Background: an optimization exercise with open tools, aiming at small area, a short achievable clock period and few clock cycles per item. Do not read the settings as production practice.
Function was checked by simulation only, so behaviour that the tests miss may differ from the original.

==> flow/design.v, too long to show whole: its modules and the start of the top module <==
// module two_mul: 1844 lines
// module tracking_wheel_odometry: 756 lines
// module two_ks: 33 lines
module tracking_wheel_odometry (
    input  logic        i_clk,
    input  logic        i_rst_n,
    input  logic        i_cfg_we,
    input  logic [1:0]  i_cfg_idx,
    input  logic [23:0] i_cfg_data,
    input  logic        i_in_valid,
    output logic        o_in_ready,
    input  logic [31:0] i_in_forward_wheel_angle,
    input  logic [31:0] i_in_side_wheel_angle,
    input  logic [31:0] i_in_unwrapped_rotation,
    input  logic [15:0] i_in_wrapped_heading,
    output logic        o_out_valid,
    input  logic        i_out_ready,
    output logic [39:0] o_out_pos_x,
    output logic [39:0] o_out_pos_y,
    output logic        o_out_primed
);
  // ...
==> flow/run.sh <==
#!/bin/bash
# synth_recipe.tcl (not shown) runs the flow's synth.tcl, then flattens the netlist and writes it again
# the make line also repeats each setting of config.mk as NAME=value (left out here)
make -C /OpenROAD-flow-scripts/flow DESIGN_CONFIG=/design/flow/config.mk WORK_HOME=/design/flow/orfs CLKGATE_MAP_FILE= SYNTH_SCRIPT=/design/flow/synth_recipe.tcl finish
==> flow/config.mk <==
export PLATFORM = sky130hd
export DESIGN_NAME = tracking_wheel_odometry
export DESIGN_NICKNAME = tracking_wheel_odometry
export VERILOG_FILES = /design/flow/design.v
export SDC_FILE = /design/flow/constraint.sdc
export NUM_CORES = 4
export LEC_CHECK = 0
export CAP_MARGIN = 20
export CORE_MARGIN = 2
export CORE_UTILIZATION = 40
export SETUP_SLACK_MARGIN = 5
export SLEW_MARGIN = 20
==> flow/constraint.sdc <==
create_clock -name core_clock -period 10.0 [get_ports {i_clk}]
set_input_delay 2.0000 -clock core_clock [delete_from_list [all_inputs] [get_ports {i_clk}]]
set_output_delay 2.0000 -clock core_clock [all_outputs]
set_load 0.01 [all_outputs]
==> flow_metrics.py, run 1 <==
metrics = {
    "floorplan": {
        "start_util_pct": 40.2,
        "die_w_microns": 619,
        "dieHeight_microns": 619,
        "rows": 225,
        "core_area_sq_mm": 0.376,
    },
    "cts": {
        "clockBufferDepth": 4,
        "root_buffer": "clkbuf_16",
        "post_cts_resized": 169,
    },
    "detailed_routing": {
        "wire_per_inst_microns": 26.5,
        "ant_nets": 0,
        "firstDrtPassIters": 11,
        "dr_wl_met3_mm": 49.5,
        "drc": 0,
        "wl_met1_mm": 222,
    },
    "setup_path": {
        "reg2reg_from": "r_x1[15]",
        "arrival_ps": 5820,
        "path_cells": "mux4_2 > mux2i_1 > nand2_1 > o211ai_1 > o21ai_1 > xnor2_1 > ha_1 > a21oi_2 > nand2_1 > or4_4 > o211ai_1 > o211a_1 > nor3_2 > o41a_1 > or2_4 > a31o_4 > nor4_2 > nor3_1",
        "path_depth": 18,
        "end_kind": "flip-flop",
    },
    "cells_and_area": {
        "postLayoutCellArea_sq_mm": 0.169,
        "dominant_cells": "multi-input gates",
        "n_fill_cell": 36200,
        "syn_to_final_growth_pct": 12.0,
        "multi_input_area_share_pct": 55.0,
        "layout_common_cells": "nand2_1, inv_1, edfxtp_1",
        "layout_commonest_cell": "nand2_1",
        "seq_cells": 1812,
        "stdcell_count": 21000,
    },
    "worst_hold_path": {
        "min_to": "r_dsb[17]",
    },
    "yosys": {
        "netlist.area_leader.share_pct": 26.8,
        "synthAdderAreaFrac_pct": 20.7,
        "netlist_instances": 15900,
        "ys_seq_area_share_pct": 32.9,
    },
    "timing": {
        "fin_tns_setup_ps": 0,
        "period_needed_ps": 5140,
        "rsz0062_at_grt": "true",
    },
    "global_routing": {
        "grt_use_total_pct": 28.3,
        "antenna_found_initial": 25,
    },
    "placed_design": {
        "globalplace.congestion": 0.979,
    },
    "status": {
        "status": "complete, no violations",
    },
    "flow_run": {
        "cap_violations": 0,
    },
}
Testbench counts, summed over its fixed seeds: cycles 6,856, items 512.
==> module tracking_wheel_odometry, before the edit <==
module tracking_wheel_odometry (
    input  logic        i_clk,
    input  logic        i_rst_n,
    input  logic        i_cfg_we,
    input  logic [1:0]  i_cfg_idx,
    input  logic [23:0] i_cfg_data,
    input  logic        i_in_valid,
    output logic        o_in_ready,
    input  logic [31:0] i_in_forward_wheel_angle,
    input  logic [31:0] i_in_side_wheel_angle,
    input  logic [31:0] i_in_unwrapped_rotation,
    input  logic [15:0] i_in_wrapped_heading,
    output logic        o_out_valid,
    input  logic        i_out_ready,
    output logic [39:0] o_out_pos_x,
    output logic [39:0] o_out_pos_y,
    output logic        o_out_primed
);
    localparam logic [3:0] LAST = 4'd12;
    localparam logic [3:0] IDLE = 4'd13;
    localparam logic [26:0] K1 = 27'd95950490;
    localparam logic [30:0] K2 = 31'd1686629713;
    logic [3:0]  r_t;                     
    logic        r_busya, r_busym, r_busyb;  
    logic        r_ua;                    
    logic        r_cfgm;                  
    logic        r_have;
    logic        r_outv, r_outp;
    logic        r_run;                   
    logic [3:0]  r_rf;                    
    logic [50:0] r_fdk, r_sdk;            
    logic [54:0] r_fok, r_sok;            
    logic        r_fos, r_sos;            
    logic [31:0] r_lf, r_ls, r_lr;
    logic [32:0] r_df, r_ds, r_dr;        
    logic [15:0] r_h;                     
    logic [4:0]  r_d;                     
    logic [1:0]  r_qb;                    
    logic [32:0] r_cm, r_sm;              
    logic [44:0] r_dfa, r_dsa;            
    logic [43:0] r_dfm, r_dsm;            
    logic        r_sdfm, r_sdsm;          
    logic [43:0] r_dfb, r_dsb;            
    logic        r_sdf, r_sds;            
    logic [39:0] r_px, r_py;              
    logic run, acc_in, roll, take, cfg_go, start, real_in, restart;
    logic [3:0] n_t;
    logic n_busya, n_busym, n_busyb, n_cfgm, n_outv, n_outp, n_ua;
    logic pos_wr, n_pos_wr;               
    assign run        = r_run;
    assign roll       = (r_t == LAST) || (r_t == IDLE);
    assign o_in_ready = r_have ? (run && roll && (r_rf == 4'd0)) : !r_outv;
    assign acc_in     = i_in_valid && o_in_ready;
    assign real_in    = acc_in && r_have;
    assign take       = r_outv && i_out_ready;
    assign cfg_go     = roll && (r_rf != 4'd0) && !i_cfg_we && !r_busya && !r_busym;
    assign restart    = r_cfgm && i_cfg_we;   
    assign start      = r_busya || r_busym || real_in;
    always_comb begin
        n_t = r_t; n_busya = r_busya; n_busym = r_busym; n_busyb = r_busyb; n_cfgm = r_cfgm;
        n_ua = r_ua;
        n_outv = r_outv; n_outp = r_outp;
        if (take) n_outv = 1'b0;
        if (acc_in && !r_have) begin
            n_outv = 1'b1;                        
            n_outp = 1'b0;
        end
        if (run) begin
            if (roll) begin
                n_busyb = r_busym;
                n_busym = r_busya;
                n_busya = real_in;
                n_ua    = !r_ua;
                if (cfg_go) begin
                    n_cfgm = 1'b1;
                    n_t    = 4'd0;
                end else if (start) begin
                    n_t = 4'd0;
                end else begin
                    n_t = IDLE;
                end
            end else if (restart) begin
                n_t = 4'd0;
            end else if (r_cfgm && r_t == 4'd7) begin
                n_cfgm = 1'b0;
                n_t    = IDLE;
            end else begin
                n_t = r_t + 4'd1;
            end
            if (pos_wr) begin
                n_outv = 1'b1;                    
                n_outp = 1'b1;
            end
        end
    end
    always_ff @(posedge i_clk) begin
        if (!i_rst_n) begin
            r_t     <= IDLE;
            r_busya <= 1'b0;
            r_busym <= 1'b0;
            r_busyb <= 1'b0;
            r_ua    <= 1'b0;
            r_cfgm  <= 1'b0;
            r_have  <= 1'b0;
            r_outv  <= 1'b0;
            r_outp  <= 1'b0;
            r_run   <= 1'b1;
        end else begin
            if (acc_in) r_have <= 1'b1;
            r_t     <= n_t;
            r_busya <= n_busya;
            r_busym <= n_busym;
            r_busyb <= n_busyb;
            r_ua    <= n_ua;
            r_cfgm  <= n_cfgm;
            r_outv  <= n_outv;
            r_outp  <= n_outp;
            r_run   <= !(n_pos_wr && n_outv);
        end
    end
    logic [13:0] hh;
    logic [4:0]  dv;
    assign hh = i_in_wrapped_heading[13:0];
    logic [0:0] dc1;
    assign dc1[0] = (hh >= 14'd8192);
    logic dd1;
    assign dd1 = dc1[0];
    logic [1:0] dc2;
    assign dc2[0] = (hh >= 14'd3356);
    assign dc2[1] = (hh >= 14'd13029);
    logic dd2;
    assign dd2 = dc2[{dd1}];
    logic [3:0] dc3;
    assign dc3[0] = (hh >= 14'd801);
    assign dc3[1] = (hh >= 14'd10473);
    assign dc3[2] = (hh >= 14'd5912);
    assign dc3[3] = (hh >= 14'd15584);
    logic dd3;
    assign dd3 = dc3[{dd2, dd1}];
    logic [7:0] dc4;
    assign dc4[0] = 1'b1;
    assign dc4[1] = (hh >= 14'd9176);
    assign dc4[2] = (hh >= 14'd4615);
    assign dc4[3] = (hh >= 14'd14287);
    assign dc4[4] = (hh >= 14'd2098);
    assign dc4[5] = (hh >= 14'd11770);
    assign dc4[6] = (hh >= 14'd7209);
    assign dc4[7] = 1'b0;
    logic dd4;
    assign dd4 = dc4[{dd3, dd2, dd1}];
    logic [15:0] dc5;
    assign dc5[0] = 1'b1;
    assign dc5[1] = (hh >= 14'd8525);
    assign dc5[2] = (hh >= 14'd3964);
    assign dc5[3] = (hh >= 14'd13636);
    assign dc5[4] = (hh >= 14'd1447);
    assign dc5[5] = (hh >= 14'd11119);
    assign dc5[6] = (hh >= 14'd6558);
    assign dc5[7] = (hh >= 14'd16230);
    assign dc5[8] = (hh >= 14'd155);
    assign dc5[9] = (hh >= 14'd9827);
    assign dc5[10] = (hh >= 14'd5266);
    assign dc5[11] = (hh >= 14'd14938);
    assign dc5[12] = (hh >= 14'd2749);
    assign dc5[13] = (hh >= 14'd12421);
    assign dc5[14] = (hh >= 14'd7860);
    assign dc5[15] = 1'b0;
    logic dd5;
    assign dd5 = dc5[{dd4, dd3, dd2, dd1}];
    assign dv = {dd5, dd4, dd3, dd2, dd1};
    always_ff @(posedge i_clk) begin
        if (acc_in) begin
            r_lf <= i_in_forward_wheel_angle;
            r_ls <= i_in_side_wheel_angle;
            r_lr <= i_in_unwrapped_rotation;
            r_df <= {i_in_forward_wheel_angle[31], i_in_forward_wheel_angle} - {r_lf[31], r_lf};
            r_ds <= {i_in_side_wheel_angle[31], i_in_side_wheel_angle} - {r_ls[31], r_ls};
            r_dr <= {i_in_unwrapped_rotation[31], i_in_unwrapped_rotation} - {r_lr[31], r_lr};
            r_h  <= i_in_wrapped_heading;
            r_d  <= dv;                       
        end
    end
    logic [31:0] z0, zc, z6w;
    logic [33:0] tx, ty;
    always_comb begin
        z0 = {2'b00, r_h[13:0], 16'd0};
        case (r_d)
            5'd0: zc = 32'hfa3ecb8f;
            5'd1: zc = 32'h2006d5cb;
            5'd2: zc = 32'h0e353c45;
            5'd3: zc = 32'h33fd4681;
            5'd4: zc = 32'h0460ef37;
            5'd5: zc = 32'h2a28f973;
            5'd6: zc = 32'h18575fed;
            5'd7: zc = 32'h3e1f6a29;
            5'd8: zc = 32'hff54e615;
            5'd9: zc = 32'h251cf051;
            5'd10: zc = 32'h134b56cb;
            5'd11: zc = 32'h39136107;
            5'd12: zc = 32'h097709bd;
            5'd13: zc = 32'h2f3f13f9;
            5'd14: zc = 32'h1d6d7a73;
            5'd15: zc = 32'h433584af;
            5'd16: zc = 32'hfcca7b51;
            5'd17: zc = 32'h2292858d;
            5'd18: zc = 32'h10c0ec07;
            5'd19: zc = 32'h3688f643;
            5'd20: zc = 32'h06ec9ef9;
            5'd21: zc = 32'h2cb4a935;
            5'd22: zc = 32'h1ae30faf;
            5'd23: zc = 32'h40ab19eb;
            5'd24: zc = 32'h01e095d7;
            5'd25: zc = 32'h27a8a013;
            5'd26: zc = 32'h15d7068d;
            5'd27: zc = 32'h3b9f10c9;
            5'd28: zc = 32'h0c02b97f;
            5'd29: zc = 32'h31cac3bb;
            5'd30: zc = 32'h1ff92a35;
            5'd31: zc = 32'h45c13471;
            default: zc = 'x;
        endcase
        z6w = z0 - zc;
        case (r_d)
            5'd0: begin tx = 34'h0fd68d4bd; ty = 34'h3dbf7d3f4; end
            5'd1: begin tx = 34'h0b4df0948; ty = 34'h0b51bc2f9; end
            5'd2: begin tx = 34'h0f08d8526; ty = 34'h057756a6e; end
            5'd3: begin tx = 34'h04a5d6126; ty = 34'h0f4eadd95; end
            5'd4: begin tx = 34'h0fe7b4f32; ty = 34'h01b745872; end
            5'd5: begin tx = 34'h082b9b591; ty = 34'h0dc0edad3; end
            5'd6: begin tx = 34'h0d39f769c; ty = 34'h08ffb09e5; end
            5'd7: begin tx = 34'h00bca0c0d; ty = 34'h0ffafcb3b; end
            5'd8: begin tx = 34'h0ffec84e7; ty = 34'h3fbcd298d; end
            5'd9: begin tx = 34'h09ce9c819; ty = 34'h0ca38500e; end
            5'd10: begin tx = 34'h0e3ca7fd5; ty = 34'h074baeabd; end
            5'd11: begin tx = 34'h02b4a5db6; ty = 34'h0fc455982; end
            5'd12: begin tx = 34'h0f91533a3; ty = 34'h03aed609e; end
            5'd13: begin tx = 34'h0664ed1b0; ty = 34'h0ea9f6346; end
            5'd14: begin tx = 34'h0c00c6981; ty = 34'h0a935c7e6; end
            5'd15: begin tx = 34'h3ebdc6c2e; ty = 34'h0ff2a32bd; end
            5'd16: begin tx = 34'h0ff2a32bd; ty = 34'h3ebdc6c2e; end
            5'd17: begin tx = 34'h0a935c7e6; ty = 34'h0c00c6981; end
            5'd18: begin tx = 34'h0ea9f6346; ty = 34'h0664ed1b0; end
            5'd19: begin tx = 34'h03aed609e; ty = 34'h0f91533a3; end
            5'd20: begin tx = 34'h0fc455982; ty = 34'h02b4a5db6; end
            5'd21: begin tx = 34'h074baeabd; ty = 34'h0e3ca7fd5; end
            5'd22: begin tx = 34'h0ca38500e; ty = 34'h09ce9c819; end
            5'd23: begin tx = 34'h3fbcd298d; ty = 34'h0ffec84e7; end
            5'd24: begin tx = 34'h0ffafcb3b; ty = 34'h00bca0c0d; end
            5'd25: begin tx = 34'h08ffb09e5; ty = 34'h0d39f769c; end
            5'd26: begin tx = 34'h0dc0edad3; ty = 34'h082b9b591; end
            5'd27: begin tx = 34'h01b745872; ty = 34'h0fe7b4f32; end
            5'd28: begin tx = 34'h0f4eadd95; ty = 34'h04a5d6126; end
            5'd29: begin tx = 34'h057756a6e; ty = 34'h0f08d8526; end
            5'd30: begin tx = 34'h0b51bc2f9; ty = 34'h0b4df0948; end
            5'd31: begin tx = 34'h3dbf7d3f4; ty = 34'h0fd68d4bd; end
            default: begin tx = 'x; ty = 'x; end
        endcase
    end
    logic [33:0] r_x0, r_y0;
    logic [28:0] r_z0;
    logic [4:0]  r_ci0;                 
    logic [4:0]  r_cj0;                 
    logic        r_dn0;                 
    logic [1:0]  r_q0;                  
    logic [27:0] uct0;
    logic        udc0, uld0, uit0;
    logic [33:0] uxs0, uys0, uxn0, uyn0;
    logic [28:0] uzn0;
    logic [33:0] kx_s0, kx_t0, ky_s0, ky_t0;
    always_comb begin
        case (r_ci0)
            5'd6: uct0 = 28'h0a2f61e;
            5'd7: uct0 = 28'h0517c55;
            5'd8: uct0 = 28'h028be53;
            5'd9: uct0 = 28'h0145f2f;
            5'd10: uct0 = 28'h00a2f98;
            5'd11: uct0 = 28'h00517cc;
            5'd12: uct0 = 28'h0028be6;
            5'd13: uct0 = 28'h00145f3;
            5'd14: uct0 = 28'h000a2fa;
            5'd15: uct0 = 28'h000517d;
            5'd16: uct0 = 28'h00028be;
            5'd17: uct0 = 28'h000145f;
            5'd18: uct0 = 28'h0000a30;
            5'd19: uct0 = 28'h0000518;
            5'd20: uct0 = 28'h000028c;
            5'd21: uct0 = 28'h0000146;
            5'd22: uct0 = 28'h00000a3;
            5'd23: uct0 = 28'h0000051;
            5'd24: uct0 = 28'h0000029;
            5'd25: uct0 = 28'h0000014;
            5'd26: uct0 = 28'h000000a;
            5'd27: uct0 = 28'h0000005;
            5'd28: uct0 = 28'h0000003;
            5'd29: uct0 = 28'h0000001;
            default: uct0 = 28'd0;
        endcase
        udc0 = !r_z0[28];
        uxs0 = $signed(r_x0) >>> (~r_cj0);
        uys0 = $signed(r_y0) >>> r_ci0;
        uxn0 = kx_s0 ^ ({34{udc0}} & kx_t0);
        uyn0 = ky_s0 ^ ({34{!r_dn0}} & ky_t0);
        uzn0 = udc0 ? r_z0 - {1'b0, uct0} : r_z0 + {1'b0, uct0};
        uld0 = (r_ua == 1'b0) && (r_t == 4'd0);
        uit0 = (r_ua == 1'b0) ? (r_t >= 4'd1 && r_t <= 4'd12) : (r_t <= 4'd11);
    end
    two_ks #(.W(34)) u_kx0 (.i_a(r_x0), .i_b(uys0 ^ {34{udc0}}), .o_s0(kx_s0), .o_t(kx_t0));
    two_ks #(.W(34)) u_ky0 (.i_a(r_y0), .i_b(uxs0 ^ {34{!r_dn0}}), .o_s0(ky_s0), .o_t(ky_t0));
    always_ff @(posedge i_clk) begin
        if (run) begin
            if (uld0) begin
                r_x0  <= tx;
                r_y0  <= ty;
                r_z0  <= z6w[28:0];
                r_dn0 <= !z6w[28];
                r_ci0 <= 5'd6;
                r_cj0 <= ~5'd6;
                r_q0  <= r_h[15:14];
            end else if (uit0) begin
                r_x0  <= uxn0;
                r_y0  <= uyn0;
                r_z0  <= uzn0;
                r_dn0 <= !uzn0[28];
                r_ci0 <= r_ci0 + 5'd1;
                r_cj0 <= r_cj0 - 5'd1;
            end
        end
    end
    logic [33:0] r_x1, r_y1;
    logic [28:0] r_z1;
    logic [4:0]  r_ci1;                 
    logic [4:0]  r_cj1;                 
    logic        r_dn1;                 
    logic [1:0]  r_q1;                  
    logic [27:0] uct1;
    logic        udc1, uld1, uit1;
    logic [33:0] uxs1, uys1, uxn1, uyn1;
    logic [28:0] uzn1;
    logic [33:0] kx_s1, kx_t1, ky_s1, ky_t1;
    always_comb begin
        case (r_ci1)
            5'd6: uct1 = 28'h0a2f61e;
            5'd7: uct1 = 28'h0517c55;
            5'd8: uct1 = 28'h028be53;
            5'd9: uct1 = 28'h0145f2f;
            5'd10: uct1 = 28'h00a2f98;
            5'd11: uct1 = 28'h00517cc;
            5'd12: uct1 = 28'h0028be6;
            5'd13: uct1 = 28'h00145f3;
            5'd14: uct1 = 28'h000a2fa;
            5'd15: uct1 = 28'h000517d;
            5'd16: uct1 = 28'h00028be;
            5'd17: uct1 = 28'h000145f;
            5'd18: uct1 = 28'h0000a30;
            5'd19: uct1 = 28'h0000518;
            5'd20: uct1 = 28'h000028c;
            5'd21: uct1 = 28'h0000146;
            5'd22: uct1 = 28'h00000a3;
            5'd23: uct1 = 28'h0000051;
            5'd24: uct1 = 28'h0000029;
            5'd25: uct1 = 28'h0000014;
            5'd26: uct1 = 28'h000000a;
            5'd27: uct1 = 28'h0000005;
            5'd28: uct1 = 28'h0000003;
            5'd29: uct1 = 28'h0000001;
            default: uct1 = 28'd0;
        endcase
        udc1 = !r_z1[28];
        uxs1 = $signed(r_x1) >>> (~r_cj1);
        uys1 = $signed(r_y1) >>> r_ci1;
        uxn1 = kx_s1 ^ ({34{udc1}} & kx_t1);
        uyn1 = ky_s1 ^ ({34{!r_dn1}} & ky_t1);
        uzn1 = udc1 ? r_z1 - {1'b0, uct1} : r_z1 + {1'b0, uct1};
        uld1 = (r_ua == 1'b1) && (r_t == 4'd0);
        uit1 = (r_ua == 1'b1) ? (r_t >= 4'd1 && r_t <= 4'd12) : (r_t <= 4'd11);
    end
    two_ks #(.W(34)) u_kx1 (.i_a(r_x1), .i_b(uys1 ^ {34{udc1}}), .o_s0(kx_s1), .o_t(kx_t1));
    two_ks #(.W(34)) u_ky1 (.i_a(r_y1), .i_b(uxs1 ^ {34{!r_dn1}}), .o_s0(ky_s1), .o_t(ky_t1));
    always_ff @(posedge i_clk) begin
        if (run) begin
            if (uld1) begin
                r_x1  <= tx;
                r_y1  <= ty;
                r_z1  <= z6w[28:0];
                r_dn1 <= !z6w[28];
                r_ci1 <= 5'd6;
                r_cj1 <= ~5'd6;
                r_q1  <= r_h[15:14];
            end else if (uit1) begin
                r_x1  <= uxn1;
                r_y1  <= uyn1;
                r_z1  <= uzn1;
                r_dn1 <= !uzn1[28];
                r_ci1 <= r_ci1 + 5'd1;
                r_cj1 <= r_cj1 - 5'd1;
            end
        end
    end
    logic [33:0] ex_x, ex_y;
    logic [1:0]  ex_q;
    logic [32:0] cu, cv;
    always_comb begin
        ex_x = r_ua ? r_x1 : r_x0;
        ex_y = r_ua ? r_y1 : r_y0;
        ex_q = r_ua ? r_q1 : r_q0;
        cu = (ex_x[32] && (ex_x[31:0] != 32'd0)) ? 33'h100000000 : ex_x[32:0];
        cv = (ex_y[32] && (ex_y[31:0] != 32'd0)) ? 33'h100000000 : ex_y[32:0];
    end
    always_ff @(posedge i_clk) begin
        if (run && r_t == 4'd0) begin     
            r_cm <= ex_q[0] ? cv : cu;
            r_sm <= ex_q[0] ? cu : cv;
            r_qb <= ex_q;
        end
    end
    logic [1:0]  pq;
    logic [1:0]  pk;
    logic        pon0, pon1;
    always_comb begin
        pq = 2'd0; pk = 2'd0; pon0 = 1'b0;
        case (r_t)
            4'd0: begin pon0 = 1'b1; pq = 2'd0; pk = 2'd0; end
            4'd1: begin pon0 = 1'b1; pq = 2'd0; pk = 2'd1; end
            4'd2: begin pon0 = 1'b1; pq = 2'd0; pk = 2'd2; end
            4'd3: begin pon0 = 1'b1; pq = 2'd1; pk = 2'd0; end
            4'd4: begin pon0 = 1'b1; pq = 2'd1; pk = 2'd1; end
            4'd5: begin pon0 = 1'b1; pq = 2'd1; pk = 2'd2; end
            4'd6: begin pon0 = 1'b1; pq = 2'd2; pk = 2'd0; end
            4'd7: begin pon0 = 1'b1; pq = 2'd2; pk = 2'd1; end
            4'd8: begin pon0 = 1'b1; pq = 2'd2; pk = 2'd2; end
            4'd9: begin pon0 = 1'b1; pq = 2'd3; pk = 2'd0; end
            4'd10: begin pon0 = 1'b1; pq = 2'd3; pk = 2'd1; end
            4'd11: begin pon0 = 1'b1; pq = 2'd3; pk = 2'd2; end
            default: ;
        endcase
        pon1 = pon0;
        if (r_cfgm && (pq[1] || !r_rf[{pq[0], 1'b0}])) pon0 = 1'b0;
        if (r_cfgm && (pq[1] || !r_rf[{pq[0], 1'b1}])) pon1 = 1'b0;
        if (restart) begin pon0 = 1'b0; pon1 = 1'b0; end
    end
    logic        negc, negs;
    assign negc = r_qb[1] ^ r_qb[0];
    assign negs = r_qb[1];
    logic [54:0] m_a0;
    logic [10:0] m_dig0;
    logic        m_on0, m_first0, m_last0, m_corr0, m_cfg0, m_neg0, m_v0;
    logic [1:0]  m_q0;
    logic [2:0]  m_rc0;
    logic [55:0] m_s0, m_c0;
    logic        m_cy0;
    logic        c_on0, c_cfg0, c_neg0, c_v0, c_p320;
    logic [1:0]  c_q0;
    logic [44:0] a_t0;
    logic        a_on0, a_neg0, a_v0, a_b00, a_b10, a_b20, a_b30;
    logic [1:0]  a_q0;
    logic        s_on0, s_v0;
    logic [47:0] w0;
    logic [54:0] pa0;
    logic [32:0] pb0, pbx0;
    logic        psb0, pneg0;
    logic [2:0]  prc0;
    always_comb begin
        pa0 = '0; pb0 = '0; psb0 = 1'b0; prc0 = 3'b000; pneg0 = 1'b0;
        if (r_cfgm) begin
            if (!pq[0]) begin pa0 = 55'(K1); pb0 = 33'(r_fdk[23:0]); end
            else begin pa0 = 55'(K2); pb0 = {{9{r_fok[23]}}, r_fok[23:0]}; psb0 = r_fok[23]; end
        end else begin
            case (pq)
                2'd0: begin pa0 = 55'(r_fdk); pb0 = r_df; psb0 = r_df[32]; prc0 = 3'b010; pneg0 = r_df[32]; end
                2'd1: begin pa0 = r_fok; pb0 = r_dr; psb0 = r_dr[32]; prc0 = 3'b100; pneg0 = !(r_fos ^ r_dr[32]); end
                2'd2: begin pa0 = 55'(r_dfb); pb0 = r_cm; prc0 = 3'b001; pneg0 = r_sdf ^ negc; end
                default: begin pa0 = 55'(r_dsb); pb0 = r_sm; prc0 = 3'b001; pneg0 = !(r_sds ^ negs); end
            endcase
        end
        pbx0 = pb0 ^ {33{psb0}};
    end
    always_ff @(posedge i_clk) begin
        if (!i_rst_n) begin
            m_on0 <= 1'b0;
            c_on0 <= 1'b0;
            a_on0 <= 1'b0;
            s_on0 <= 1'b0;
        end else if (run) begin
            m_on0 <= pon0;
            c_on0 <= m_on0 && m_last0 && !restart;
            a_on0 <= c_on0 && !c_cfg0;
            s_on0 <= a_on0 && (a_q0 == 2'd3);
        end
    end
    always_ff @(posedge i_clk) begin
        if (run) begin
            if (pk == 2'd0) begin
                m_a0   <= pa0;
                m_neg0 <= pneg0;
                m_v0   <= r_busyb;
            end
            m_dig0   <= (pk == 2'd0) ? pbx0[10:0] : (pk == 2'd1) ? pbx0[21:11] : pbx0[32:22];
            m_first0 <= (pk == 2'd0);
            m_last0  <= (pk == 2'd2);
            m_corr0  <= (pk == 2'd0) && psb0;
            m_rc0    <= (pk == 2'd0) ? prc0 : 3'b000;
            m_q0     <= pq;
            m_cfg0   <= r_cfgm;
        end
    end
    logic [55:0] rs0, rc0;
    logic [66:0] to_s0, to_c0;
    logic [11:0] lo0;
    always_comb begin
        rs0 = m_first0 ? (m_corr0 ? {1'b0, m_a0} : 56'd0) : m_s0;
        rc0 = m_first0 ? ((56'(m_rc0[0]) << 31) | (56'(m_rc0[1]) << 39) | (56'(m_rc0[2]) << 43)) : m_c0;
        lo0 = {1'b0, to_s0[10:0]} + {1'b0, to_c0[10:0]};
    end
    two_mul u_mul0 (
        .i_a(m_a0), .i_dig(m_dig0), .i_rs(rs0), .i_rc(rc0), .i_cin(m_first0 ? 1'b0 : m_cy0),
        .o_s(to_s0), .o_c(to_c0)
    );
    always_ff @(posedge i_clk) begin
        if (run && m_on0) begin
            m_s0  <= to_s0[66:11];
            m_c0  <= to_c0[66:11];
            m_cy0 <= lo0[11];
            if (m_last0) begin
                c_q0   <= m_q0;
                c_cfg0 <= m_cfg0;
                c_neg0 <= m_neg0;
                c_v0   <= m_v0;
                c_p320 <= lo0[10];
            end
        end
    end
    logic [55:0] hi0;
    logic [44:0] ct0;
    always_comb begin
        hi0 = m_s0 + m_c0 + {55'd0, m_cy0};
        case (c_q0)
            2'd0:    ct0 = {2'b00, hi0[49:7]};
            2'd1:    ct0 = {2'b00, hi0[53:11]};
            default: ct0 = {hi0[43:0], c_p320};
        endcase
    end
    always_ff @(posedge i_clk) begin
        if (run && c_on0) begin
            a_t0   <= ct0;
            a_neg0 <= c_neg0;
            a_q0   <= c_q0;
            a_v0   <= c_v0;
            a_b00  <= (c_q0 == 2'd0);
            a_b10  <= (c_q0 == 2'd1);
            a_b20  <= (c_q0 == 2'd2);
            a_b30  <= (c_q0 == 2'd3);
        end
    end
    logic [47:0] base0, asum0;
    always_comb begin
        base0 = ({48{a_b10}} & {{3{r_dfa[44]}}, r_dfa})
                | ({48{a_b20}} & {{8{r_px[39]}}, r_px})
                | ({48{a_b30}} & w0);
        asum0 = base0 + ({3'd0, a_t0} ^ {48{a_neg0}}) + {47'd0, a_neg0};
    end
    always_ff @(posedge i_clk) begin
        if (run) begin
            if (a_on0 && !a_q0[1]) r_dfa <= asum0[44:0];
            if (m_on0 && m_cfg0) w0[32:0] <= {lo0[10:0], w0[32:11]};
            if (a_on0 && a_q0[1]) w0 <= asum0;
            if (a_on0) s_v0 <= a_v0;
        end
    end
    logic [54:0] m_a1;
    logic [10:0] m_dig1;
    logic        m_on1, m_first1, m_last1, m_corr1, m_cfg1, m_neg1, m_v1;
    logic [1:0]  m_q1;
    logic [2:0]  m_rc1;
    logic [55:0] m_s1, m_c1;
    logic        m_cy1;
    logic        c_on1, c_cfg1, c_neg1, c_v1, c_p321;
    logic [1:0]  c_q1;
    logic [44:0] a_t1;
    logic        a_on1, a_neg1, a_v1, a_b01, a_b11, a_b21, a_b31;
    logic [1:0]  a_q1;
    logic        s_on1, s_v1;
    logic [47:0] w1;
    logic [54:0] pa1;
    logic [32:0] pb1, pbx1;
    logic        psb1, pneg1;
    logic [2:0]  prc1;
    always_comb begin
        pa1 = '0; pb1 = '0; psb1 = 1'b0; prc1 = 3'b000; pneg1 = 1'b0;
        if (r_cfgm) begin
            if (!pq[0]) begin pa1 = 55'(K1); pb1 = 33'(r_sdk[23:0]); end
            else begin pa1 = 55'(K2); pb1 = {{9{r_sok[23]}}, r_sok[23:0]}; psb1 = r_sok[23]; end
        end else begin
            case (pq)
                2'd0: begin pa1 = 55'(r_sdk); pb1 = r_ds; psb1 = r_ds[32]; prc1 = 3'b010; pneg1 = r_ds[32]; end
                2'd1: begin pa1 = r_sok; pb1 = r_dr; psb1 = r_dr[32]; prc1 = 3'b100; pneg1 = r_sos ^ r_dr[32]; end
                2'd2: begin pa1 = 55'(r_dfb); pb1 = r_sm; prc1 = 3'b001; pneg1 = r_sdf ^ negs; end
                default: begin pa1 = 55'(r_dsb); pb1 = r_cm; prc1 = 3'b001; pneg1 = r_sds ^ negc; end
            endcase
        end
        pbx1 = pb1 ^ {33{psb1}};
    end
    always_ff @(posedge i_clk) begin
        if (!i_rst_n) begin
            m_on1 <= 1'b0;
            c_on1 <= 1'b0;
            a_on1 <= 1'b0;
            s_on1 <= 1'b0;
        end else if (run) begin
            m_on1 <= pon1;
            c_on1 <= m_on1 && m_last1 && !restart;
            a_on1 <= c_on1 && !c_cfg1;
            s_on1 <= a_on1 && (a_q1 == 2'd3);
        end
    end
    always_ff @(posedge i_clk) begin
        if (run) begin
            if (pk == 2'd0) begin
                m_a1   <= pa1;
                m_neg1 <= pneg1;
                m_v1   <= r_busyb;
            end
            m_dig1   <= (pk == 2'd0) ? pbx1[10:0] : (pk == 2'd1) ? pbx1[21:11] : pbx1[32:22];
            m_first1 <= (pk == 2'd0);
            m_last1  <= (pk == 2'd2);
            m_corr1  <= (pk == 2'd0) && psb1;
            m_rc1    <= (pk == 2'd0) ? prc1 : 3'b000;
            m_q1     <= pq;
            m_cfg1   <= r_cfgm;
        end
    end
    logic [55:0] rs1, rc1;
    logic [66:0] to_s1, to_c1;
    logic [11:0] lo1;
    always_comb begin
        rs1 = m_first1 ? (m_corr1 ? {1'b0, m_a1} : 56'd0) : m_s1;
        rc1 = m_first1 ? ((56'(m_rc1[0]) << 31) | (56'(m_rc1[1]) << 39) | (56'(m_rc1[2]) << 43)) : m_c1;
        lo1 = {1'b0, to_s1[10:0]} + {1'b0, to_c1[10:0]};
    end
    two_mul u_mul1 (
        .i_a(m_a1), .i_dig(m_dig1), .i_rs(rs1), .i_rc(rc1), .i_cin(m_first1 ? 1'b0 : m_cy1),
        .o_s(to_s1), .o_c(to_c1)
    );
    always_ff @(posedge i_clk) begin
        if (run && m_on1) begin
            m_s1  <= to_s1[66:11];
            m_c1  <= to_c1[66:11];
            m_cy1 <= lo1[11];
            if (m_last1) begin
                c_q1   <= m_q1;
                c_cfg1 <= m_cfg1;
                c_neg1 <= m_neg1;
                c_v1   <= m_v1;
                c_p321 <= lo1[10];
            end
        end
    end
    logic [55:0] hi1;
    logic [44:0] ct1;
    always_comb begin
        hi1 = m_s1 + m_c1 + {55'd0, m_cy1};
        case (c_q1)
            2'd0:    ct1 = {2'b00, hi1[49:7]};
            2'd1:    ct1 = {2'b00, hi1[53:11]};
            default: ct1 = {hi1[43:0], c_p321};
        endcase
    end
    always_ff @(posedge i_clk) begin
        if (run && c_on1) begin
            a_t1   <= ct1;
            a_neg1 <= c_neg1;
            a_q1   <= c_q1;
            a_v1   <= c_v1;
            a_b01  <= (c_q1 == 2'd0);
            a_b11  <= (c_q1 == 2'd1);
            a_b21  <= (c_q1 == 2'd2);
            a_b31  <= (c_q1 == 2'd3);
        end
    end
    logic [47:0] base1, asum1;
    always_comb begin
        base1 = ({48{a_b11}} & {{3{r_dsa[44]}}, r_dsa})
                | ({48{a_b21}} & {{8{r_py[39]}}, r_py})
                | ({48{a_b31}} & w1);
        asum1 = base1 + ({3'd0, a_t1} ^ {48{a_neg1}}) + {47'd0, a_neg1};
    end
    always_ff @(posedge i_clk) begin
        if (run) begin
            if (a_on1 && !a_q1[1]) r_dsa <= asum1[44:0];
            if (m_on1 && m_cfg1) w1[32:0] <= {lo1[10:0], w1[32:11]};
            if (a_on1 && a_q1[1]) w1 <= asum1;
            if (a_on1) s_v1 <= a_v1;
        end
    end
    logic [44:0] gaf, gas;
    assign gaf = r_dfa[44] ? 45'd0 - r_dfa : r_dfa;
    assign gas = r_dsa[44] ? 45'd0 - r_dsa : r_dsa;
    always_ff @(posedge i_clk) begin
        if (run && r_t == 4'd10 && !r_cfgm) begin
            r_dfm  <= gaf[43:0];
            r_sdfm <= r_dfa[44];
            r_dsm  <= gas[43:0];
            r_sdsm <= r_dsa[44];
            r_dfb  <= r_dfm;
            r_sdf  <= r_sdfm;
            r_dsb  <= r_dsm;
            r_sds  <= r_sdsm;
        end
    end
    assign pos_wr   = s_on0 && s_v0;
    assign n_pos_wr = run ? (a_on0 && a_q0 == 2'd3 && a_v0) : pos_wr;
    logic [39:0] sat0, sat1;
    assign sat0 = (w0[47:39] != {9{w0[47]}}) ? (w0[47] ? 40'h8000000000 : 40'h7fffffffff) : w0[39:0];
    assign sat1 = (w1[47:39] != {9{w1[47]}}) ? (w1[47] ? 40'h8000000000 : 40'h7fffffffff) : w1[39:0];
    always_ff @(posedge i_clk) begin
        if (!i_rst_n) begin
            r_px <= 40'd0;
            r_py <= 40'd0;
        end else if (run && pos_wr) begin
            r_px <= sat0;
            r_py <= sat1;
        end
    end
    always_ff @(posedge i_clk) begin
        if (!i_rst_n) begin
            r_fdk <= 51'(64'd17292581109760);
            r_sdk <= 51'(64'd17292581109760);
            r_fok <= 55'd0;
            r_sok <= 55'd0;
            r_fos <= 1'b0;
            r_sos <= 1'b0;
            r_rf  <= 4'd0;
        end else begin
            if (run && c_on0 && c_cfg0) begin
                if (!c_q0[0]) begin r_fdk <= {hi0[17:0], w0[32:0]}; r_rf[0] <= 1'b0; end
                else          begin r_fok <= {hi0[21:0], w0[32:0]}; r_rf[2] <= 1'b0; end
            end
            if (run && c_on1 && c_cfg1) begin
                if (!c_q1[0]) begin r_sdk <= {hi1[17:0], w1[32:0]}; r_rf[1] <= 1'b0; end
                else          begin r_sok <= {hi1[21:0], w1[32:0]}; r_rf[3] <= 1'b0; end
            end
            if (i_cfg_we) begin
                r_rf[i_cfg_idx] <= 1'b1;
                case (i_cfg_idx)
                    2'd0: r_fdk <= 51'(i_cfg_data);
                    2'd1: r_sdk <= 51'(i_cfg_data);
                    2'd2: begin r_fok <= 55'(i_cfg_data); r_fos <= i_cfg_data[23]; end
                    default: begin r_sok <= 55'(i_cfg_data); r_sos <= i_cfg_data[23]; end
                endcase
            end
        end
    end
    assign o_out_valid  = r_outv;
    assign o_out_pos_x  = r_px;
    assign o_out_pos_y  = r_py;
    assign o_out_primed = r_outp;
endmodule
==> inputs of run 2 (changes only) <==
--- a/flow/design.v
+++ b/flow/design.v
@@ -2374,8 +2374,9 @@
         end
     end
-    logic [55:0] hi0;
+    logic [55:0] hi0, kh_s0, kh_t0;
+    two_ks #(.W(56)) u_kh0 (.i_a(m_s0), .i_b(m_c0), .o_s0(kh_s0), .o_t(kh_t0));
     logic [44:0] ct0;
     always_comb begin
-        hi0 = m_s0 + m_c0 + {55'd0, m_cy0};
+        hi0 = kh_s0 ^ ({56{m_cy0}} & kh_t0);
         case (c_q0)
             2'd0:    ct0 = {2'b00, hi0[49:7]};
@@ -2396,10 +2397,11 @@
         end
     end
-    logic [47:0] base0, asum0;
+    logic [47:0] base0, asum0, ka_s0, ka_t0;
+    two_ks #(.W(48)) u_ka0 (.i_a(base0), .i_b({3'd0, a_t0} ^ {48{a_neg0}}), .o_s0(ka_s0), .o_t(ka_t0));
     always_comb begin
         base0 = ({48{a_b10}} & {{3{r_dfa[44]}}, r_dfa})
                 | ({48{a_b20}} & {{8{r_px[39]}}, r_px})
                 | ({48{a_b30}} & w0);
-        asum0 = base0 + ({3'd0, a_t0} ^ {48{a_neg0}}) + {47'd0, a_neg0};
+        asum0 = ka_s0 ^ ({48{a_neg0}} & ka_t0);
     end
     always_ff @(posedge i_clk) begin
@@ -2499,8 +2501,9 @@
         end
     end
-    logic [55:0] hi1;
+    logic [55:0] hi1, kh_s1, kh_t1;
+    two_ks #(.W(56)) u_kh1 (.i_a(m_s1), .i_b(m_c1), .o_s0(kh_s1), .o_t(kh_t1));
     logic [44:0] ct1;
     always_comb begin
-        hi1 = m_s1 + m_c1 + {55'd0, m_cy1};
+        hi1 = kh_s1 ^ ({56{m_cy1}} & kh_t1);
         case (c_q1)
             2'd0:    ct1 = {2'b00, hi1[49:7]};
@@ -2521,10 +2524,11 @@
         end
     end
-    logic [47:0] base1, asum1;
+    logic [47:0] base1, asum1, ka_s1, ka_t1;
+    two_ks #(.W(48)) u_ka1 (.i_a(base1), .i_b({3'd0, a_t1} ^ {48{a_neg1}}), .o_s0(ka_s1), .o_t(ka_t1));
     always_comb begin
         base1 = ({48{a_b11}} & {{3{r_dsa[44]}}, r_dsa})
                 | ({48{a_b21}} & {{8{r_py[39]}}, r_py})
                 | ({48{a_b31}} & w1);
-        asum1 = base1 + ({3'd0, a_t1} ^ {48{a_neg1}}) + {47'd0, a_neg1};
+        asum1 = ka_s1 ^ ({48{a_neg1}} & ka_t1);
     end
     always_ff @(posedge i_clk) begin
==> run 2 against run 1 <==
  * Largest cell class unchanged
  * Flip-flop and latch count unchanged
  * Final cell count decreased by 0.80%
  * Die area fell by 0.43%
  * Cell area is 0.33% lower
  * Critical path type unchanged
  * Synthesized cell count shrank 1.3%
  * Critical endpoint is now r_x1[30]
  * Via count shrank 0.75%
  * Register-to-register slack better by 120 ps
  * Clock-buffer cell count grew 17
==> flow_metrics.py, run 2 <==
metrics = {
    "yosys": {
        "netlist.area_leader.share_pct": 26.9,
        "synthAdderAreaFrac_pct": 20.8,
        "synth_cell_types": 85,
        "ys.flop_type": "edfxtp_1",
        "yosysTopAreaCell": "edfxtp_1",
        "synthArstFlopShare_pct": 0,
        "ys.warnings.count": 10,
        "syn-num-nets": 17600,
        "yosys.area_share.simple_pct": 14.4,
        "synth.cell_area_sq_mm": 0.151,
        "synth_seq_cells": 1812,
        "synthXorXnorAreaFrac_pct": 5.02,
        "synth_top_family_by_area": "adder cells",
        "synth_edf_count": 1348,
        "post-synth-top-count-cell": "nand2_1",
        "synth_compound_area_share_pct": 14.0,
        "synth_mux_area_share_pct": 6.21,
        "synthTopCellsByCount": "nand2_1, inv_1, edfxtp_1, fa_1, a21oi_1",
        "synth.avg_cell_area_sq_um": 9.61,
        "ys_seq_area_share_pct": 33.0,
        "synth_area_leaders": "edfxtp_1, fa_1, dfxtp_1",
        "netlist_instances": 15700,
    },
    "timing": {
        "fmax_mhz": 199,
        "rsz0062_at_grt": "true",
        "fin_crit_sh_pct": 50.2,
        "fin_tns_setup_ps": 0,
        "slew_violations": 0,
        "finalSetupViolations": 0,
        "whs_ps": 385,
        "hold_violations": 0,
        "finalClockSkew_ps": 83.3,
        "period_needed_ps": 5020,
        "worstMarginPinSlew_ps": 1180,
        "relSlewSlack_pct": 20.7,
    },
    "detailed_routing": {
        "ant_nets": 0,
        "drc": 0,
        "drt-total-wl_mm": 565,
        "firstDrtPassIters": 10,
        "via_per_inst": 5.81,
        "wire_per_inst_microns": 27.1,
        "first_iter_violations": 13000,
        "route.vias.total": 121000,
    },
    "setup_path": {
        "crit_path_max_fanout": 19,
        "cp_slowest_cell": "or4_4",
        "end_kind": "flip-flop",
        "arrival_ps": 5680,
        "required_ps": 10660,
        "worstSetupStartpointType": "flip-flop",
        "reg2reg_from": "r_ci1[0]",
        "critical_path_class": "flip-flop to flip-flop",
        "crit_top_cell": "o21ai_1",
        "slowest_delay_ps": 440,
        "rrSetupSlack_ps": 4980,
        "r2r_cells": 20,
        "r2r_end": "r_x1[30]",
        "path_cells": "buf_6 > bufbuf_16 > o311ai_2 > o21ai_2 > mux2_2 > o21ai_1 > xnor2_1 > ha_1 > a21o_1 > a2111o_1 > o211ai_1 > a31oi_2 > o21ai_2 > a31oi_2 > or4_4 > a31oi_4 > o21ai_1 > a21oi_1 > xor2_1 > o21ai_1",
    },
    "cells_and_area": {
        "syn_to_final_growth_pct": 12.1,
        "layout_commonest_cell": "nand2_1",
        "utilization_pct": 45.0,
        "postLayoutCellArea_sq_mm": 0.169,
        "layout.nets": 17600,
        "layout_common_cells": "nand2_1, inv_1, edfxtp_1",
        "final_layout_size_suffix_gt1_share_pct": 9.30,
        "n_fill_cell": 35800,
    },
    "cts": {
        "clockBufferDepth": 4,
        "clkSlewWorstSetupHoldPaths_ps": 60,
        "cts_tree": "built",
        "root_buffer": "clkbuf_16",
        "insertion_delay_ps": 970,
        "cts_sinks": 1812,
        "cts_buffers": 216,
        "htreeDepth": 4,
    },
    "worst_hold_path": {
        "hold_path.startpoint": "r_dsm[4]",
        "min_to": "r_dsb[4]",
        "hold_class": "flip-flop to flip-flop",
        "whs_path_depth": 0,
    },
    "floorplan": {
        "start_util_pct": 40.1,
        "ioPinCount": 226,
        "rows": 225,
        "die_area_sq_mm": 0.382,
        "core_area_sq_mm": 0.375,
        "die_w_microns": 618,
        "dieHeight_microns": 618,
    },
    "global_routing": {
        "grt_max_degree": 171,
        "grt_pass1_vias": 117000,
        "grt_pass1_wl_mm": 812,
        "antenna_found_initial": 56,
        "grt_use_total_pct": 28.8,
        "grt-ovfl-total": 0,
    },
    "flow_run": {
        "cap_violations": 0,
    },
    "status": {
        "status": "complete, no violations",
    },
    "placed_design": {
        "numPortBuffers": 225,
        "dp_hpwl_mm": 413,
        "globalplace.congestion": 0.991,
        "placed_area_sq_mm": 0.157,
    },
}
## run 2: cells by family (layout without fill, tap and decap cells)
kind of cell | count (synthesis) | after routing
flops | 1812 | 1812
mux | 725 | 725
buf+inv | 2603 | 2726
simple gates | 4546 | 4547
compound gates | 3335 | 3336
other cells | 0 | 33
fa+ha+maj | 1794 | 1794
xor+xnor | 863 | 863
## run 2: layer usage
layer / part of all wire, % / global-route usage (%) / vias to the layer above
met5: 0.023 / 0 / -
met4: 7.8 / 19.1 / 18
li1: - / - / 53500
met1: 38 / 36.2 / 60100
met2: 45 / 45.4 / 6013
met3: 8.9 / 5.24 / 1399
## run 2: metrics by stage
step,std cells,setup WS (ps)
final,20800,4980
after global placement,20100,2890
after global routing,20800,4830
after floorplan,15700,5010
after detailed placement,20100,2870
after CTS,20700,4930
## run 2: area by class of cell
cell class,count,area (sq um),share of cell area (%)
flip-flops and latches,1812,49800,29.5
multi-input cells,11300,92700,54.9
clock inverters,106,1270,0.754
diodes,33,82.6,0.0489
repair inverters,6,40.0,0.0237
repair buffers,666,6360,3.76
inverters,1655,6270,3.71
clock buffers,293,6080,3.60
well taps,4994,6250,3.70
## run 2: worst max path at each step
stage | start | cells past startpoint | slack [ps] | end
finish | r_ci1[0] | 20 | 4980 | r_x1[30]
global route | r_ci1[0] | 21 | 4830 | r_x1[30]
floorplan | i_in_wrapped_heading[0] | 13 | 5010 | ty[10]
detailed placement | i_in_wrapped_heading[3] | 15 | 2870 | tx[21]
global placement | i_in_wrapped_heading[3] | 15 | 2890 | tx[21]
CTS | r_ci1[0] | 20 | 4930 | r_x1[32]
## run 2: timing repair
item,4_1_cts,5_1_grt
endpoints found under the setup margin,273,169
cloned,13,11
gates resized for setup,208,282
hold buffers,0,0
pin swaps,29,117
buffers inserted,116,112
## run 2: critical path, delay by kind of cell (launching register included)
kind	cells	cell delay (ps)
AND/OR/NAND/NOR	1	440
AO/OA/AOI/OAI	13	2610
multiplexers	1	290
buffers and inverters	2	460
flip-flops	1	380
XOR/XNOR	2	310
adder cells (fa/ha/maj)	1	260
Testbench counts of run 2, summed over its fixed seeds: cycles 6,856, items 512.
==> inputs of run 3 (changes only) <==
--- a/flow/config.mk
+++ b/flow/config.mk
@@ -9,4 +9,5 @@
 export CORE_MARGIN = 2
 export CORE_UTILIZATION = 40
+export CTS_BUF_LIST = sky130_fd_sc_hd__clkbuf_8
 export SETUP_SLACK_MARGIN = 5
 export SLEW_MARGIN = 20
==> run 3 against run 2 <==
  * Global-route usage barely moved
  * Non-clock buffer count rose by 20
  * Critical endpoint unchanged
  * Largest cell class unchanged
==> flow_metrics.py, run 3 <==
metrics = {
    "status": {
        "status": "complete, no violations",
    },
    "cells_and_area": {
        "final_layout_size_suffix_gt1_share_pct": 10.1,
        "multi_input_area_sq_mm": 0.0928,
        "layout_commonest_cell": "nand2_1",
        "layout.nets": 17700,
        "layout_common_cells": "nand2_1, inv_1, edfxtp_1",
        "n_fill_cell": 36000,
        "postLayoutCellArea_sq_mm": 0.169,
        "stdcell_count": 21100,
        "regArea_sq_mm": 0.0498,
        "utilization_pct": 44.9,
        "syn_to_final_growth_pct": 11.9,
    },
    "floorplan": {
        "rows": 225,
        "ioPinCount": 226,
        "die_w_microns": 618,
        "die_area_sq_mm": 0.382,
        "core_area_sq_mm": 0.375,
        "dieHeight_microns": 618,
        "start_util_pct": 40.1,
    },
    "yosys": {
        "netlist_instances": 15700,
        "ys.warnings.count": 10,
        "ys_seq_area_share_pct": 33.0,
        "ys.flop_type": "edfxtp_1",
        "synth_area_leaders": "edfxtp_1, fa_1, dfxtp_1",
        "synth.cell_area_sq_mm": 0.151,
        "synth_seq_cells": 1812,
        "yosysTopAreaCell": "edfxtp_1",
        "synth_cell_types": 85,
        "syn-num-nets": 17600,
        "netlist.area_leader.share_pct": 26.9,
        "synthTopCellsByCount": "nand2_1, inv_1, edfxtp_1, fa_1, a21oi_1",
        "post-synth-top-count-cell": "nand2_1",
        "synth_edf_count": 1348,
        "synth.avg_cell_area_sq_um": 9.61,
        "synthArstFlopShare_pct": 0,
    },
    "detailed_routing": {
        "drt-total-wl_mm": 567,
        "ant_nets": 0,
        "via_per_inst": 5.77,
        "route.vias.total": 122000,
        "first_iter_violations": 13300,
        "drc": 0,
        "firstDrtPassIters": 9,
        "wire_per_inst_microns": 27.0,
    },
    "timing": {
        "finalClockSkew_ps": 131,
        "rsz0062_at_grt": "true",
        "hold_violations": 0,
        "relSlewSlack_pct": 20.9,
        "period_needed_ps": 5100,
        "fin_crit_sh_pct": 51.0,
        "fmax_mhz": 196,
        "slew_violations": 0,
        "worstMarginPinSlew_ps": 1180,
        "fin_tns_setup_ps": 0,
        "finalSetupViolations": 0,
    },
    "flow_run": {
        "cap_violations": 0,
    },
    "placed_design": {
        "placed_area_sq_mm": 0.157,
        "placed_cells": 20100,
        "dp_hpwl_mm": 413,
        "numPortBuffers": 225,
        "globalplace.congestion": 0.991,
    },
    "global_routing": {
        "grt_pass1_wl_mm": 812,
        "antenna_found_initial": 51,
        "grt_max_degree": 171,
        "grt_pass1_vias": 118000,
        "grt_use_total_pct": 28.8,
        "grt-ovfl-total": 0,
    },
    "setup_path": {
        "crit_path_max_fanout": 6,
        "end_kind": "flip-flop",
        "critical_path_class": "flip-flop to flip-flop",
        "arrival_ps": 5870,
        "worstSetupStartpointType": "flip-flop",
        "required_ps": 10770,
    },
    "cts": {
        "ctsHoldBuffers": 0,
        "clockBufferDepth": 4,
        "root_buffer": "clkbuf_8",
        "insertion_delay_ps": 1140,
        "htreeDepth": 5,
        "cts_tree": "built",
        "cts_sinks": 1812,
        "cts_buffers": 329,
        "clkSlewWorstSetupHoldPaths_ps": 60,
    },
    "worst_hold_path": {
        "hold_class": "flip-flop to flip-flop",
    },
}
-- run 3: path summary, 6_finish.rpt --
kind                to  depth (start not counted)  startpoint  slack, ps
max reg2reg   r_x1[30]                         24    r_ci1[1]       4900
min reg2reg  r_dfb[10]                          0   r_dfm[10]        330
min          r_dfb[10]                          0   r_dfm[10]        330
max           r_x1[30]                         24    r_ci1[1]       4900
-- run 3: final cells by class --
cell class	instances	share of cell area, %
antenna	24	0.0356
clock buffer	370	3.02
clock inverter	240	1.00
inverter	1655	3.71
multi-input combinational	11300	55.0
sequential	1812	29.5
tap	4994	3.71
timing repair buffer	686	3.93
timing repair inverter	5	0.0193
-- run 3: cells by family (layout without fill, tap and decap cells) --
family / after synthesis / in the layout / share of synthesized area, %
adders and majority gates: 1794 / 1794 / 20.8
muxes: 725 / 725 / 6.21
DFF: 1812 / 1812 / 33.0
and+or+nand+nor: 4546 / 4547 / 14.4
xor gates and xnor gates: 863 / 863 / 5.02
buffers and inverters: 2603 / 2956 / 6.50
AOI/OAI and AO/OA: 3335 / 3336 / 14.0
other: 0 / 24 / 0
-- run 3: per-layer routing --
metal / vias up / wire length, microns / part of all wire [%] / GRT usage, %
li1: 53800 / - / - / -
met4: 10 / 44200 / 7.8 / 18.7
met2: 5991 / 256000 / 45 / 45.5
met1: 60300 / 217000 / 38 / 36.3
met3: 1440 / 50500 / 8.9 / 5.29
met5: - / 72 / 0.013 / 0
-- run 3: repair_timing --
item,4_1_cts,5_1_grt
pin swaps,33,120
gates resized for setup,198,306
setup buffers,117,124
cloned,14,16
endpoints found under the setup margin,269,169
-- run 3: critical path: stages, from the launching register on --
cell      delay [ps]
edfxtp_1         340
buf_6            160
buf_12           150
mux2_2           350
nor2_1           120
a21oi_2           60
mux2i_1          240
buf_4            160
nand2_1           40
o21ai_0          160
a21oi_1          160
xnor2_1          250
ha_2             340
or2_2            290
o311a_1          120
o211ai_1         160
a31oi_2          170
o21ai_2          200
a31oi_2          140
or4_4            440
a31oi_4          240
o21ai_1           90
a21oi_1          170
xor2_1           140
o21ai_0           80
-- run 3: per-stage QoR --
step	setup slack, ps	hold slack [ps]
3_5_place_dp	2870	405
6_report	4900	329
5_1_grt	4700	340
4_1_cts	4920	358
2_1_floorplan	5010	400
3_3_place_gp	2890	401

==> port drivers added, routing unchanged <==
The results above use ideal ports. As a check the final layouts listed here were re-extracted and re-timed, cells and wires unchanged.
Step 1 sets driving cells, clkbuf_16 on the clock port and buf_2 on the other inputs (assumed; they add their load-dependent delay and slew).
Step 2 also shifts input and output timing later by t, the mid clock arrival at the registers, as if the neighbouring blocks saw the same clock.
Slacks: no drivers / after step 1 / after step 2; pairs: no drivers / after step 1.
| run | t, ns | setup WS [ns] | worst register clock-pin slew, ns | worst data-port slew with drivers (ns) |
|---|---|---|---|---|
| run 1 | 1.038 | 4.864 / 4.864 / 4.101 | 0.07 / 0.07 | 0.16 |
| run 2 | 1.042 | 4.984 / 4.984 / 4.152 | 0.07 / 0.07 | 0.33 |
| run 3 | 1.190 | 4.901 / 4.901 / 4.025 | 0.08 / 0.08 | 0.34 |
After both steps setup and hold are still met in every run listed. For run 3, which loses most, drivers alone change the setup slack by 0.000 ns; drivers and shift together by -0.876 ns.
